Context: an optimization exercise on an open-source flow, tuned for small area. The choices shown serve that exercise and are no tape-out recipe. The RTL was checked by simulation tests, not by an equivalence proof against the original design. Power figures rest on the tool's default switching activity, not on a simulated workload.

==> flow/design.v <==
module rf_aoi222 (
    input  logic a1, b1, a2, b2, a3, b3,
    output logic y
);
    assign y = ~((a1 & b1) | (a2 & b2) | (a3 & b3));
endmodule
module rf_and2 (
    input  logic a, b,
    output logic y
);
    assign y = a & b;
endmodule
module rf_nand2 (
    input  logic a, b,
    output logic y
);
    assign y = ~(a & b);
endmodule
module rf_nand4 (
    input  logic a, b, c, d,
    output logic y
);
    assign y = ~(a & b & c & d);
endmodule
module rf_nand3 (
    input  logic a, b, c,
    output logic y
);
    assign y = ~(a & b & c);
endmodule
module rf_o31ai (
    input  logic a1, a2, a3, b,
    output logic y
);
    assign y = ~((a1 | a2 | a3) & b);
endmodule
module rf_rdbit (
    input  logic [31:1] sel,
    input  logic [31:1] d,
    output logic [2:0]  hi
);
    logic [10:0] lo;
    for (genvar g = 0; g < 10; g++) begin : g_aoi
        rf_aoi222 u (
            .a1(sel[3*g+1]), .b1(d[3*g+1]),
            .a2(sel[3*g+2]), .b2(d[3*g+2]),
            .a3(sel[3*g+3]), .b3(d[3*g+3]),
            .y(lo[g])
        );
    end
    rf_nand2 u_last (.a(sel[31]), .b(d[31]), .y(lo[10]));
    rf_nand4 u_h0 (.a(lo[0]), .b(lo[1]), .c(lo[2]),  .d(lo[3]), .y(hi[0]));
    rf_nand4 u_h1 (.a(lo[4]), .b(lo[5]), .c(lo[6]),  .d(lo[7]), .y(hi[1]));
    rf_nand3 u_h2 (.a(lo[8]), .b(lo[9]), .c(lo[10]), .y(hi[2]));
endmodule
module reg_file_nrw #(
    parameter int WIDTH    = 32,
    parameter int DEPTH    = 32,
    parameter int ZERO_REG = 1,
    parameter int BYPASS   = 1,
    parameter int AW       = $clog2(DEPTH)
) (
    input  logic               cl,
    input  logic               cr,
    input  logic               clr,
    input  logic               we,
    input  logic [WIDTH/8-1:0] be,
    input  logic [AW-1:0]      wa,
    input  logic [WIDTH-1:0]   wd,
    input  logic [AW-1:0]      ra1,
    input  logic [AW-1:0]      ra2,
    output logic [WIDTH-1:0]   rd1,
    output logic [WIDTH-1:0]   rd2
);
    localparam int NB = WIDTH / 8;
    logic [WIDTH-1:0] mem [1:DEPTH-1];
    logic [DEPTH-1:1] vld;
    logic             wr_ok;
    logic [WIDTH-1:0] wd_m;
    assign wr_ok = we && !clr && (wa != '0);
    for (genvar b = 0; b < WIDTH; b++) begin : g_wdm
        rf_and2 u_wdm (.a(be[b/8]), .b(wd[b]), .y(wd_m[b]));
    end
    always_ff @(posedge cl or negedge cr) begin
        if (!cr) begin
            vld <= '0;
        end else if (clr) begin
            vld <= '0;
        end else if (wr_ok) begin
            vld[wa] <= 1'b1;
        end
    end
    always_ff @(posedge cl) begin
        for (int i = 1; i < DEPTH; i++) begin
            for (int k = 0; k < NB; k++) begin
                if (wr_ok && (wa == AW'(i)) && (be[k] || !vld[i])) begin
                    mem[i][8*k +: 8] <= wd_m[8*k +: 8];
                end
            end
        end
    end
    logic [AW-1:0]    ra [2];
    logic [DEPTH-1:1] hit [2];
    logic [DEPTH-1:1] sel [2];
    logic [NB-1:0]    byp [2];
    logic [WIDTH-1:0] rd [2];
    logic [2:0]       hi [2][WIDTH];
    assign ra[0] = ra1;
    assign ra[1] = ra2;
    always_comb begin
        for (int p = 0; p < 2; p++) begin
            for (int i = 1; i < DEPTH; i++) begin
                hit[p][i] = cr && (ra[p] == AW'(i));
            end
            for (int k = 0; k < NB; k++) begin
                byp[p][k] = cr && wr_ok && be[k] && (ra[p] == wa);
            end
        end
    end
    for (genvar p = 0; p < 2; p++) begin : g_sel
        for (genvar i = 1; i < DEPTH; i++) begin : g_ent
            rf_and2 u_sel (.a(hit[p][i]), .b(vld[i]), .y(sel[p][i]));
        end
    end
    for (genvar p = 0; p < 2; p++) begin : g_port
        for (genvar b = 0; b < WIDTH; b++) begin : g_bit
            logic [DEPTH-1:1] col;
            for (genvar i = 1; i < DEPTH; i++) begin : g_col
                assign col[i] = mem[i][b];
            end
            rf_rdbit u_bit (.sel(sel[p]), .d(col), .hi(hi[p][b]));
        end
    end
    for (genvar p = 0; p < 2; p++) begin : g_out
        for (genvar b = 0; b < WIDTH; b++) begin : g_bit
            logic keep_n, byp_n;
            rf_o31ai u_keep (
                .a1(hi[p][b][0]), .a2(hi[p][b][1]), .a3(hi[p][b][2]),
                .b(!byp[p][b/8]), .y(keep_n)
            );
            rf_nand2 u_byp (.a(byp[p][b/8]), .b(wd[b]), .y(byp_n));
            rf_nand2 u_out (.a(keep_n), .b(byp_n), .y(rd[p][b]));
        end
    end
    assign rd1 = rd[0];
    assign rd2 = rd[1];
endmodule
==> flow/config.mk <==
export PLATFORM = sky130hd
export DESIGN_NAME = reg_file_nrw
export DESIGN_NICKNAME = reg_file_nrw
export VERILOG_FILES = /design/flow/design.v
export SDC_FILE = /design/flow/constraint.sdc
export NUM_CORES = 4
export LEC_CHECK = 0
export CAP_MARGIN = 20
export CELL_PAD_IN_SITES_DETAIL_PLACEMENT = 1
export CELL_PAD_IN_SITES_GLOBAL_PLACEMENT = 2
export CORE_MARGIN = 2
export CORE_UTILIZATION = 50
export GPL_ROUTABILITY_DRIVEN = 1
export SLEW_MARGIN = 20
==> flow/constraint.sdc <==
create_clock -name core_clock -period 10.0 [get_ports {cl}]
set_input_delay 2.0000 -clock core_clock [delete_from_list [all_inputs] [get_ports {cl}]]
set_output_delay 2.0000 -clock core_clock [all_outputs]
set_load 0.01 [all_outputs]
standard.sh (not shown) runs the stock make flow with config.mk's settings and CLKGATE_MAP_FILE= SYNTH_SCRIPT=/design/flow/synth_recipe.tcl, a recipe that flattens the netlist after the stock synthesis.
==> flow/flow/run.sh <==
#!/bin/bash
# Own layout flow: the standard flow with these changes
#  - synthesis maps the logic with flow/area.script (area-oriented ABC),
#    everything else in synth_recipe.tcl unchanged; rf_and2 gates become and2_4;
#  - the gate modules of the read ports (rf_aoi222, rf_nand*, rf_o31ai, rf_and2) are mapped
#    on their own (SYNTH_KEEP_MODULES) and flattened at the end as usual;
#  - CTS settings from flow/cts_args (no dummy loads, small buffers);
#  - input and output ports buffered with buf_1.
set -euo pipefail
W=$(pwd)
{ head -n 1 synth_recipe.tcl; cat "$W/flow/abc_override.tcl"; tail -n +2 synth_recipe.tcl; } > area_synth.tcl
sed "s#SYNTH_SCRIPT=[^ ]*#SYNTH_SCRIPT=$W/area_synth.tcl#" standard.sh > area_standard.sh
grep -q "SYNTH_SCRIPT=$W/area_synth.tcl" area_standard.sh
export AREA_ABC_SCRIPT="$W/flow/area.script"
if [[ -f "$W/flow/cts_args" ]]; then
  export CTS_ARGS="$(cat "$W/flow/cts_args")"
fi
export SYNTH_KEEP_MODULES="rf_aoi222 rf_nand2 rf_nand3 rf_nand4 rf_o31ai rf_and2"
export STRONG_AND2=sky130_fd_sc_hd__and2_4
export BUFFER_PORTS_ARGS="-buffer_cell sky130_fd_sc_hd__buf_1"
bash area_standard.sh "$@" > flow_make.log 2>&1
==> flow/flow/abc_override.tcl <==
# Map the combinational logic with an area-oriented ABC script instead of
# ORFS's delay-oriented one; flip-flops are mapped before this and untouched.
# The rf_and2 gates drive the high-fanout nets (read selects, write data):
# give them the strong and2_4 rather than leave the resizer to buffer them.
proc abc {args} {
  set i [lsearch -exact $args -script]
  if { $i >= 0 } {
    set args [lreplace $args $i [expr { $i + 1 }] -script $::env(AREA_ABC_SCRIPT)]
  }
  yosys abc {*}$args
  foreach from { sky130_fd_sc_hd__and2_0 sky130_fd_sc_hd__and2_1 sky130_fd_sc_hd__and2_2 } {
    yosys chtype -map $from $::env(STRONG_AND2) rf_and2
  }
}
==> flow/flow/area.script <==
strash
&get -n
&fraig -x
&put
scorr
dc2
strash
&get -n
&dch -f
&nf
&put
==> flow/flow/cts_args <==
-sink_clustering_enable -repair_clock_nets -dont_use_dummy_load -buf_list sky130_fd_sc_hd__clkbuf_4 -sink_clustering_buffer sky130_fd_sc_hd__clkbuf_8 -sink_clustering_size 16 -sink_clustering_max_diameter 80
Rerun with:
CORE_UTILIZATION = 60   (was 50)
Total power falls by about 0.36%.
Worst setup slack is worse by 0.048 ns.
Synthesized area does not change.
Cell area falls by 0.62%.
Fmax falls by about 0.6%.
Wire length falls by 2.2%.
Clock power stays flat.
Sequential cell count stays the same.
Rerun with:
==> flow/flow/cts_args (replaced) <==
-sink_clustering_enable -repair_clock_nets -dont_use_dummy_load -buf_list sky130_fd_sc_hd__clkbuf_4 -sink_clustering_size 9 -sink_clustering_max_diameter 50
CORE_UTILIZATION = 50   (was 60)
=>
- The new run finished with timing, DRC and antenna clean
- worst setup slack gains 0.042 ns
- power went up slightly
- sequential share of layout area went down by 0.53 points
- register-to-register slack hardly moves
- core utilization went down by 10 points
- fmax went up slightly
- synthesized cell count stays the same
Rerun with:
==> flow/flow/cts_args (replaced) <==
-sink_clustering_enable -repair_clock_nets -dont_use_dummy_load -buf_list sky130_fd_sc_hd__clkbuf_4 -sink_clustering_size 10 -sink_clustering_max_diameter 30
=> Power grows by a few percent; clock-buffer cell count grows by 57; clock power grows by about a fifth; setup slack gets worse by 0.023 ns; final cell count grows slightly.

[port drivers added, routing unchanged]
No port has a modelled driver above. Below, the same layouts with a new extraction and two added sets of constraints. Step 1, drivers: a clkbuf_16 drives cl and a buf_2 each remaining input, both assumed. Step 2 adds t to the input delays and takes it off the output delays; t is the mean of the earliest and latest rising clock arrival at the registers after step 1. Input paths then give back, and output paths get back, about the clock's delay inside the block. Slacks: ideal / step 1 / step 2; pairs: ideal / step 1.
run | t (ns) | setup slack, ns | hold slack, ns | clock arrival spread, ns | cell pins on the clock port's net
the first run | 0.996 | 2.140 / 2.001 / 2.001 | 0.855 / 0.855 / 0.855 | 0.086 / 0.086 | 1
the second run | 0.996 | 2.092 / 1.983 / 1.983 | 0.838 / 0.838 / 0.838 | 0.141 / 0.141 | 1
the third run | 1.160 | 2.135 / 1.984 / 1.984 | 0.866 / 0.856 / 0.866 | 0.130 / 0.130 | 1
the fourth run | 1.175 | 2.112 / 1.960 / 1.960 | 0.830 / 0.830 / 0.830 | 0.106 / 0.107 | 1
After both steps every run listed still meets setup and hold. The setup slack of the fourth run, which loses most, moves by -0.152 ns with the drivers and by -0.152 ns with both steps.
